What follows belongs to an exercise in optimizing a design on an open flow for small area and a short achievable clock period; a production flow would make more cautious choices.
Only simulation tests tie the RTL to the original design; equivalence was not proved.
No activity file was given, so power comes from the tool's default toggle rates.

==> xenon <==
==> flow/design.v <==
package enigma_pkg;
  localparam int WORD_W      = 6;
  localparam int ROTOR_DEPTH = 64;
  localparam int PLUG_DEPTH  = 32;
  typedef logic [WORD_W-1:0] word_t;
  typedef enum logic [1:0] {
    TBL_ROTOR_A   = 2'd0,
    TBL_PLUGBOARD = 2'd1,
    TBL_ROTOR_B   = 2'd2
  } table_sel_e;
  typedef enum logic [1:0] {
    SW_INVERT      = 2'd0,
    SW_REVERSE     = 2'd1,
    SW_SWAP_PAIRS  = 2'd2,
    SW_SWAP_HALVES = 2'd3
  } sw_mode_e;
  localparam word_t LFSR_SEED = 6'b000001;
  localparam logic [ROTOR_DEPTH*WORD_W-1:0] ROTOR_B_STEP = {
    6'd33, 6'd0, 6'd20, 6'd41, 6'd27, 6'd31, 6'd45, 6'd12,
    6'd7, 6'd37, 6'd1, 6'd62, 6'd52, 6'd35, 6'd19, 6'd50,
    6'd59, 6'd36, 6'd4, 6'd15, 6'd11, 6'd30, 6'd39, 6'd51,
    6'd46, 6'd53, 6'd3, 6'd5, 6'd44, 6'd9, 6'd16, 6'd49,
    6'd55, 6'd60, 6'd34, 6'd14, 6'd63, 6'd32, 6'd2, 6'd54,
    6'd40, 6'd8, 6'd47, 6'd22, 6'd6, 6'd57, 6'd13, 6'd26,
    6'd38, 6'd18, 6'd29, 6'd21, 6'd24, 6'd58, 6'd28, 6'd10,
    6'd43, 6'd23, 6'd48, 6'd42, 6'd17, 6'd25, 6'd61, 6'd56
  };
endpackage
`timescale 1ns/1ps
module enigma_ctrl (
  input  logic              clk,
  input  logic              srst_n,
  input  logic              load,
  input  logic              encrypt,
  input  logic [1:0]        table_idx,
  input  enigma_pkg::word_t code_in,
  output enigma_pkg::word_t word_q,
  output logic              enc_valid_q,
  output enigma_pkg::word_t load_word,
  output logic              pb_we,
  output logic              ra_we,
  output logic              rb_we
);
  enigma_pkg::table_sel_e table_sel;
  enigma_pkg::word_t      word_r;
  assign table_sel = enigma_pkg::table_sel_e'(table_idx);
  always_ff @(posedge clk) begin
    if (!srst_n) begin
      enc_valid_q <= 1'b0;
      pb_we       <= 1'b0;
      ra_we       <= 1'b0;
      rb_we       <= 1'b0;
    end else begin
      enc_valid_q <= encrypt;
      pb_we       <= load && (table_sel == enigma_pkg::TBL_PLUGBOARD);
      ra_we       <= load && (table_sel == enigma_pkg::TBL_ROTOR_A);
      rb_we       <= load && (table_sel == enigma_pkg::TBL_ROTOR_B);
    end
  end
  always_ff @(posedge clk) begin
    word_r <= code_in;
  end
  assign word_q    = word_r;
  assign load_word = word_r;
endmodule
`timescale 1ns/1ps
module plugboard (
  input  logic              clk,
  input  logic              srst_n,
  input  logic              we,
  input  enigma_pkg::word_t load_word,
  input  enigma_pkg::word_t in_word,
  input  logic              in_valid,
  output enigma_pkg::word_t out_word,
  output logic              out_valid
);
  localparam int N = enigma_pkg::PLUG_DEPTH;
  enigma_pkg::word_t mem [N];
  logic [N-1:0]      match;
  logic [N-1:0]      below;
  logic [N-1:0]      first_q;
  logic              hit_q;
  enigma_pkg::word_t word_q;
  logic              valid_q;
  enigma_pkg::word_t swap_word;
  always_ff @(posedge clk) begin
    if (we) begin
      mem[0] <= load_word;
      for (int i = 1; i < N; i++) begin
        mem[i] <= mem[i-1];
      end
    end
  end
  always_comb begin
    for (int i = 0; i < N; i++) begin
      match[i] = (mem[i] == in_word);
    end
    below[0] = 1'b0;
    for (int i = 1; i < N; i++) begin
      below[i] = below[i-1] | match[i-1];
    end
  end
  always_ff @(posedge clk) begin
    first_q <= match & ~below;
    hit_q   <= |match;
    word_q  <= in_word;
  end
  always_comb begin
    swap_word = hit_q ? '0 : word_q;
    for (int i = 0; i < N; i++) begin
      swap_word = swap_word | (mem[i ^ 1] & {enigma_pkg::WORD_W{first_q[i]}});
    end
  end
  always_ff @(posedge clk) begin
    if (!srst_n) begin
      valid_q   <= 1'b0;
      out_valid <= 1'b0;
    end else begin
      valid_q   <= in_valid;
      out_valid <= valid_q;
    end
  end
  always_ff @(posedge clk) begin
    out_word <= swap_word;
  end
endmodule
`timescale 1ns/1ps
module rotor_a (
  input  logic              clk,
  input  logic              srst_n,
  input  logic              we,
  input  enigma_pkg::word_t load_word,
  input  enigma_pkg::word_t in_word,
  input  logic              in_valid,
  output enigma_pkg::word_t out_word,
  output logic              out_valid
);
  localparam int D = enigma_pkg::ROTOR_DEPTH;
  localparam int W = enigma_pkg::WORD_W;
  enigma_pkg::word_t mem [D];
  logic [1:0]        mem_lo [D];
  logic [W-3:0]      mem_hi [D];
  enigma_pkg::word_t off_lag;     
  logic [1:0]        step_q;      
  logic [1:0]        step;
  enigma_pkg::word_t base_q;      
  logic              v1_q;
  enigma_pkg::word_t addr;
  logic              c2;
  logic              ones;        
  enigma_pkg::word_t addr_q;      
  logic              v2_q;
  logic [1:0]        lo_q;
  always_ff @(posedge clk) begin
    if (we) begin
      mem[D-1] <= load_word;
      for (int i = 0; i < D - 1; i++) begin
        mem[i] <= mem[i+1];
      end
    end
  end
  always_comb begin
    for (int i = 0; i < D; i++) begin
      mem_lo[i] = mem[i][1:0];
      mem_hi[i] = mem[i][W-1:2];
    end
  end
  always_comb begin
    addr[0] = base_q[0] ^ step_q[0];
    addr[1] = base_q[1] ^ step_q[1] ^ (base_q[0] & step_q[0]);
    c2      = (base_q[1] & step_q[1])
            | ((base_q[1] | step_q[1]) & base_q[0] & step_q[0]);
    ones = 1'b1;
    for (int i = 2; i < W; i++) begin
      addr[i] = base_q[i] ^ (c2 & ones);
      ones    = ones & base_q[i];
    end
  end
  assign step = v1_q ? mem_lo[addr] : 2'd0;
  always_ff @(posedge clk) begin
    if (!srst_n) begin
      off_lag   <= '0;
      step_q    <= '0;
      v1_q      <= 1'b0;
      v2_q      <= 1'b0;
      out_valid <= 1'b0;
    end else begin
      off_lag   <= off_lag + enigma_pkg::word_t'(step_q);
      step_q    <= step;
      v1_q      <= in_valid;
      v2_q      <= v1_q;
      out_valid <= v2_q;
    end
  end
  always_ff @(posedge clk) begin
    base_q   <= in_word + off_lag + enigma_pkg::word_t'(step_q);
    addr_q   <= addr;
    lo_q     <= mem_lo[addr];
    out_word <= {mem_hi[addr_q], lo_q};
  end
endmodule
`timescale 1ns/1ps
module bit_switch (
  input  logic              clk,
  input  logic              srst_n,
  input  enigma_pkg::word_t in_word,
  input  logic              in_valid,
  input  logic              step_next,
  output enigma_pkg::word_t out_idx,
  output logic              out_valid
);
  enigma_pkg::sw_mode_e mode;
  enigma_pkg::sw_mode_e mode_nxt;
  enigma_pkg::word_t    sw_word;
  enigma_pkg::word_t    step_word;
  always_comb begin
    case (mode)
      enigma_pkg::SW_INVERT:   sw_word = ~in_word;
      enigma_pkg::SW_REVERSE: begin
        sw_word = {in_word[0], in_word[1], in_word[2],
                   in_word[3], in_word[4], in_word[5]};
      end
      enigma_pkg::SW_SWAP_PAIRS: begin
        sw_word = {in_word[4], in_word[5], in_word[2],
                   in_word[3], in_word[0], in_word[1]};
      end
      default: begin
        sw_word = {in_word[2], in_word[1], in_word[0],
                   in_word[5], in_word[4], in_word[3]};
      end
    endcase
  end
  assign step_word = enigma_pkg::ROTOR_B_STEP[sw_word*enigma_pkg::WORD_W +: enigma_pkg::WORD_W];
  always_comb begin
    case (mode)
      enigma_pkg::SW_INVERT:     mode_nxt = enigma_pkg::sw_mode_e'(~in_word[1:0]);
      enigma_pkg::SW_REVERSE:    mode_nxt = enigma_pkg::sw_mode_e'({in_word[4], in_word[5]});
      enigma_pkg::SW_SWAP_PAIRS: mode_nxt = enigma_pkg::sw_mode_e'({in_word[0], in_word[1]});
      default:                   mode_nxt = enigma_pkg::sw_mode_e'({in_word[4], in_word[3]});
    endcase
  end
  always_ff @(posedge clk) begin
    if (!srst_n) begin
      mode      <= enigma_pkg::SW_INVERT;
      out_valid <= 1'b0;
    end else begin
      out_valid <= in_valid;
      if (in_valid) begin
        mode <= mode_nxt;
      end
    end
  end
  always_ff @(posedge clk) begin
    out_idx <= step_next ? step_word : sw_word;
  end
endmodule
`timescale 1ns/1ps
module rotor_b (
  input  logic              clk,
  input  logic              srst_n,
  input  logic              we,
  input  logic              we_next,
  input  enigma_pkg::word_t load_word,
  input  enigma_pkg::word_t in_idx,
  input  logic              in_valid,
  output enigma_pkg::word_t out_word,
  output logic              out_valid
);
  localparam int D = enigma_pkg::ROTOR_DEPTH;
  localparam int W = enigma_pkg::WORD_W;
  enigma_pkg::word_t mem     [D];
  enigma_pkg::word_t mem_nxt [D];
  enigma_pkg::word_t rd_idx;
  logic [3:0]        step_q;    
  logic [1:0]        xor_q;     
  logic              hold_q;    
  assign rd_idx    = in_idx ^ W'(xor_q);
  assign out_word  = mem[rd_idx];
  assign out_valid = in_valid;
  always_ff @(posedge clk) begin
    if (!srst_n) begin
      step_q <= '0;
      xor_q  <= '0;
      hold_q <= 1'b1;
    end else begin
      for (int k = 0; k < 4; k++) begin
        step_q[k] <= in_valid && (out_word[1:0] == 2'(k));
      end
      xor_q  <= in_valid ? out_word[1:0] : 2'd0;
      hold_q <= !in_valid && !we_next;
    end
  end
  always_comb begin
    for (int i = 0; i < D; i++) begin
      mem_nxt[i] = (mem[i] & {W{hold_q}})
                 | ((i == D - 1 ? load_word : mem[(i + 1) % D]) & {W{we}});
      for (int k = 0; k < 4; k++) begin
        mem_nxt[i] = mem_nxt[i]
                   | (mem[enigma_pkg::ROTOR_B_STEP[i*W +: W] ^ W'(k)] & {W{step_q[k]}});
      end
    end
  end
  always_ff @(posedge clk) begin
    for (int i = 0; i < D; i++) begin
      mem[i] <= mem_nxt[i];
    end
  end
endmodule
`timescale 1ns/1ps
module whitening (
  input  logic              clk,
  input  logic              srst_n,
  input  enigma_pkg::word_t in_word,
  input  logic              in_valid,
  output enigma_pkg::word_t code_out,
  output logic              code_valid
);
  enigma_pkg::word_t lfsr;
  always_ff @(posedge clk) begin
    if (!srst_n) begin
      lfsr       <= enigma_pkg::LFSR_SEED;
      code_valid <= 1'b0;
    end else begin
      code_valid <= in_valid;
      if (in_valid) begin
        lfsr <= {lfsr[4:0], lfsr[4] ^ lfsr[5]};
      end
    end
  end
  always_ff @(posedge clk) begin
    code_out <= in_word ^ lfsr;
  end
endmodule
`timescale 1ns/1ps
module enigma_top (
  input  logic              clk,
  input  logic              srst_n,
  input  logic              load,
  input  logic              encrypt,
  input  logic [1:0]        table_idx,
  input  enigma_pkg::word_t code_in,
  output enigma_pkg::word_t code_out,
  output logic              code_valid
);
  enigma_pkg::word_t word_q;
  enigma_pkg::word_t load_word;
  enigma_pkg::word_t pb_word;
  enigma_pkg::word_t ra_word;
  enigma_pkg::word_t sw_idx;
  enigma_pkg::word_t rb_word;
  logic              enc_valid_q;
  logic              pb_we;
  logic              ra_we;
  logic              rb_we;
  logic              rb_we_next;
  logic              pb_valid;
  logic              ra_valid;
  logic              sw_valid;
  logic              rb_valid;
  enigma_ctrl i_enigma_ctrl (
    .clk         (clk),
    .srst_n      (srst_n),
    .load        (load),
    .encrypt     (encrypt),
    .table_idx   (table_idx),
    .code_in     (code_in),
    .word_q      (word_q),
    .enc_valid_q (enc_valid_q),
    .load_word   (load_word),
    .pb_we       (pb_we),
    .ra_we       (ra_we),
    .rb_we       (rb_we)
  );
  assign rb_we_next = load && (table_idx == 2'd2);
  plugboard i_plugboard (
    .clk       (clk),
    .srst_n    (srst_n),
    .we        (pb_we),
    .load_word (load_word),
    .in_word   (word_q),
    .in_valid  (enc_valid_q),
    .out_word  (pb_word),
    .out_valid (pb_valid)
  );
  rotor_a i_rotor_a (
    .clk       (clk),
    .srst_n    (srst_n),
    .we        (ra_we),
    .load_word (load_word),
    .in_word   (pb_word),
    .in_valid  (pb_valid),
    .out_word  (ra_word),
    .out_valid (ra_valid)
  );
  bit_switch i_bit_switch (
    .clk       (clk),
    .srst_n    (srst_n),
    .in_word   (ra_word),
    .in_valid  (ra_valid),
    .step_next (sw_valid),
    .out_idx   (sw_idx),
    .out_valid (sw_valid)
  );
  rotor_b i_rotor_b (
    .clk       (clk),
    .srst_n    (srst_n),
    .we        (rb_we),
    .we_next   (rb_we_next),
    .load_word (load_word),
    .in_idx    (sw_idx),
    .in_valid  (sw_valid),
    .out_word  (rb_word),
    .out_valid (rb_valid)
  );
  whitening i_whitening (
    .clk        (clk),
    .srst_n     (srst_n),
    .in_word    (rb_word),
    .in_valid   (rb_valid),
    .code_out   (code_out),
    .code_valid (code_valid)
  );
endmodule
==> flow/flow/run.sh <==
#!/bin/bash
# Standard layout, except that synthesis leaves adders to ABC instead of
# mapping them onto the library's full/half adder cells (ADDER_MAP_FILE
# empty skips extract_fa and the adder techmap). Registers are untouched.
set -euo pipefail
bash standard.sh ADDER_MAP_FILE= finish > standard.log 2>&1
==> flow/standard.sh <==
#!/bin/bash
# synth_recipe.tcl (not shown) runs the flow's synth.tcl, then flattens the netlist and writes it again
# the make line also repeats each setting of config.mk as NAME=value (left out here)
make -C /OpenROAD-flow-scripts/flow DESIGN_CONFIG=/design/flow/config.mk WORK_HOME=/design/flow/orfs CLKGATE_MAP_FILE= SYNTH_SCRIPT=/design/flow/synth_recipe.tcl "${@:-finish}"
==> flow/config.mk <==
export PLATFORM = sky130hd
export DESIGN_NAME = enigma_top
export DESIGN_NICKNAME = enigma_top
export VERILOG_FILES = /design/flow/design.v
export SDC_FILE = /design/flow/constraint.sdc
export NUM_CORES = 4
export LEC_CHECK = 0
export ABC_CLOCK_PERIOD_IN_PS = 1800
export CAP_MARGIN = 20
export CORE_MARGIN = 2
export CORE_UTILIZATION = 40
export PLACE_DENSITY = 0.6
export SETUP_SLACK_MARGIN = 3.2
export SLEW_MARGIN = 20
==> flow/constraint.sdc <==
create_clock -name core_clock -period 5.5 [get_ports {clk}]
set_input_delay 1.1000 -clock core_clock [delete_from_list [all_inputs] [get_ports {clk}]]
set_output_delay 1.1000 -clock core_clock [all_outputs]
set_load 0.01 [all_outputs]
==> inputs of violet, as changes to xenon <==
==> flow/design.v, changed modules only <==
module rotor_a (
  input  logic              clk,
  input  logic              srst_n,
  input  logic              we,
  input  enigma_pkg::word_t load_word,
  input  enigma_pkg::word_t in_word,
  input  logic              in_valid,
  output enigma_pkg::word_t out_word,
  output logic              out_valid
);
  enigma_pkg::word_t mem [enigma_pkg::ROTOR_DEPTH];
  enigma_pkg::word_t offset;
  enigma_pkg::word_t rd_addr;
  enigma_pkg::word_t rd_word;
  enigma_pkg::word_t off_step [4];
  always_ff @(posedge clk) begin
    if (we) begin
      mem[enigma_pkg::ROTOR_DEPTH-1] <= load_word;
      for (int i = 0; i < enigma_pkg::ROTOR_DEPTH - 1; i++) begin
        mem[i] <= mem[i+1];
      end
    end
  end
  assign rd_addr = in_word + offset;
  assign rd_word = mem[rd_addr];
  always_comb begin
    for (int k = 0; k < 4; k++) begin
      off_step[k] = offset + enigma_pkg::word_t'(k);
    end
  end
  always_ff @(posedge clk) begin
    if (!srst_n) begin
      offset    <= '0;
      out_valid <= 1'b0;
    end else begin
      out_valid <= in_valid;
      if (in_valid) begin
        offset <= off_step[rd_word[1:0]];
      end
    end
  end
  always_ff @(posedge clk) begin
    out_word <= rd_word;
  end
endmodule
==> flow/run.sh (new file) <==
#!/bin/bash
# synth_recipe.tcl (not shown) runs the flow's synth.tcl, then flattens the netlist and writes it again
# the make line also repeats each setting of config.mk as NAME=value (left out here)
make -C /OpenROAD-flow-scripts/flow DESIGN_CONFIG=/design/flow/config.mk WORK_HOME=/design/flow/orfs CLKGATE_MAP_FILE= SYNTH_SCRIPT=/design/flow/synth_recipe.tcl finish
--- a/flow/config.mk
+++ b/flow/config.mk
@@ -7,8 +7,6 @@
 export LEC_CHECK = 0
-export ABC_CLOCK_PERIOD_IN_PS = 1800
 export CAP_MARGIN = 20
 export CORE_MARGIN = 2
-export CORE_UTILIZATION = 40
-export PLACE_DENSITY = 0.6
-export SETUP_SLACK_MARGIN = 3.2
+export CORE_UTILIZATION = 20
+export PLACE_DENSITY = 0.35
 export SLEW_MARGIN = 20
removed: flow/flow/run.sh
removed: flow/standard.sh
==> inputs of garnet, as changes to xenon <==
--- a/flow/design.v
+++ b/flow/design.v
@@ -272,3 +272,4 @@
   enigma_pkg::word_t mem_nxt [D];
-  enigma_pkg::word_t rd_idx;
+  enigma_pkg::word_t quad [4];   
+  logic [1:0]        rd_lo;
   logic [3:0]        step_q;    
@@ -276,4 +277,9 @@
   logic              hold_q;    
-  assign rd_idx    = in_idx ^ W'(xor_q);
-  assign out_word  = mem[rd_idx];
+  always_comb begin
+    for (int j = 0; j < 4; j++) begin
+      quad[j] = mem[{in_idx[W-1:2], 2'(j)}];
+    end
+  end
+  assign rd_lo     = in_idx[1:0] ^ xor_q;
+  assign out_word  = quad[rd_lo];
   assign out_valid = in_valid;
--- a/flow/config.mk
+++ b/flow/config.mk
@@ -11,2 +11,4 @@
 export CORE_UTILIZATION = 40
+export CTS_CLUSTER_DIAMETER = 100
+export CTS_CLUSTER_SIZE = 20
 export PLACE_DENSITY = 0.6
==> results.txt <==
Register-to-register slack, highest first: garnet, xenon, violet.
Final cell count: violet > xenon > garnet.
Combinational power: garnet < violet < xenon.
Global-route usage, lowest first: violet, garnet, xenon.
violet produced a clean layout. garnet finished clean. xenon went through all stages and came out clean.

## static timing again, ports no longer ideal
How much do the figures lean on ideal ports? The routed layouts below were timed once more, with nothing changed but the port constraints. Step 1 sets driving cells, clkbuf_16 on the clock port and buf_2 on the other inputs (assumed; they add their load-dependent delay and slew). Step 2, shift: input delay + t, output delay - t, t = (earliest + latest rising clock arrival at the registers) / 2. This alone moves slack from input paths to output paths. Slacks: ideal ports / drivers / drivers and shift; pairs: ideal ports / drivers.
run | t, ns | setup WS [ns] | clock arrival spread, ns
xenon | 0.811 | 2.821 / 2.821 / 2.294 | 0.047 / 0.048
violet | 0.859 | 0.513 / 0.513 / 0.513 | 0.064 / 0.064
garnet | 0.796 | 3.095 / 3.048 / 2.574 | 0.053 / 0.053
After both steps setup and hold are still met in every run listed. For xenon, which loses most, drivers alone change the setup slack by 0.000 ns; drivers and shift together by -0.527 ns.
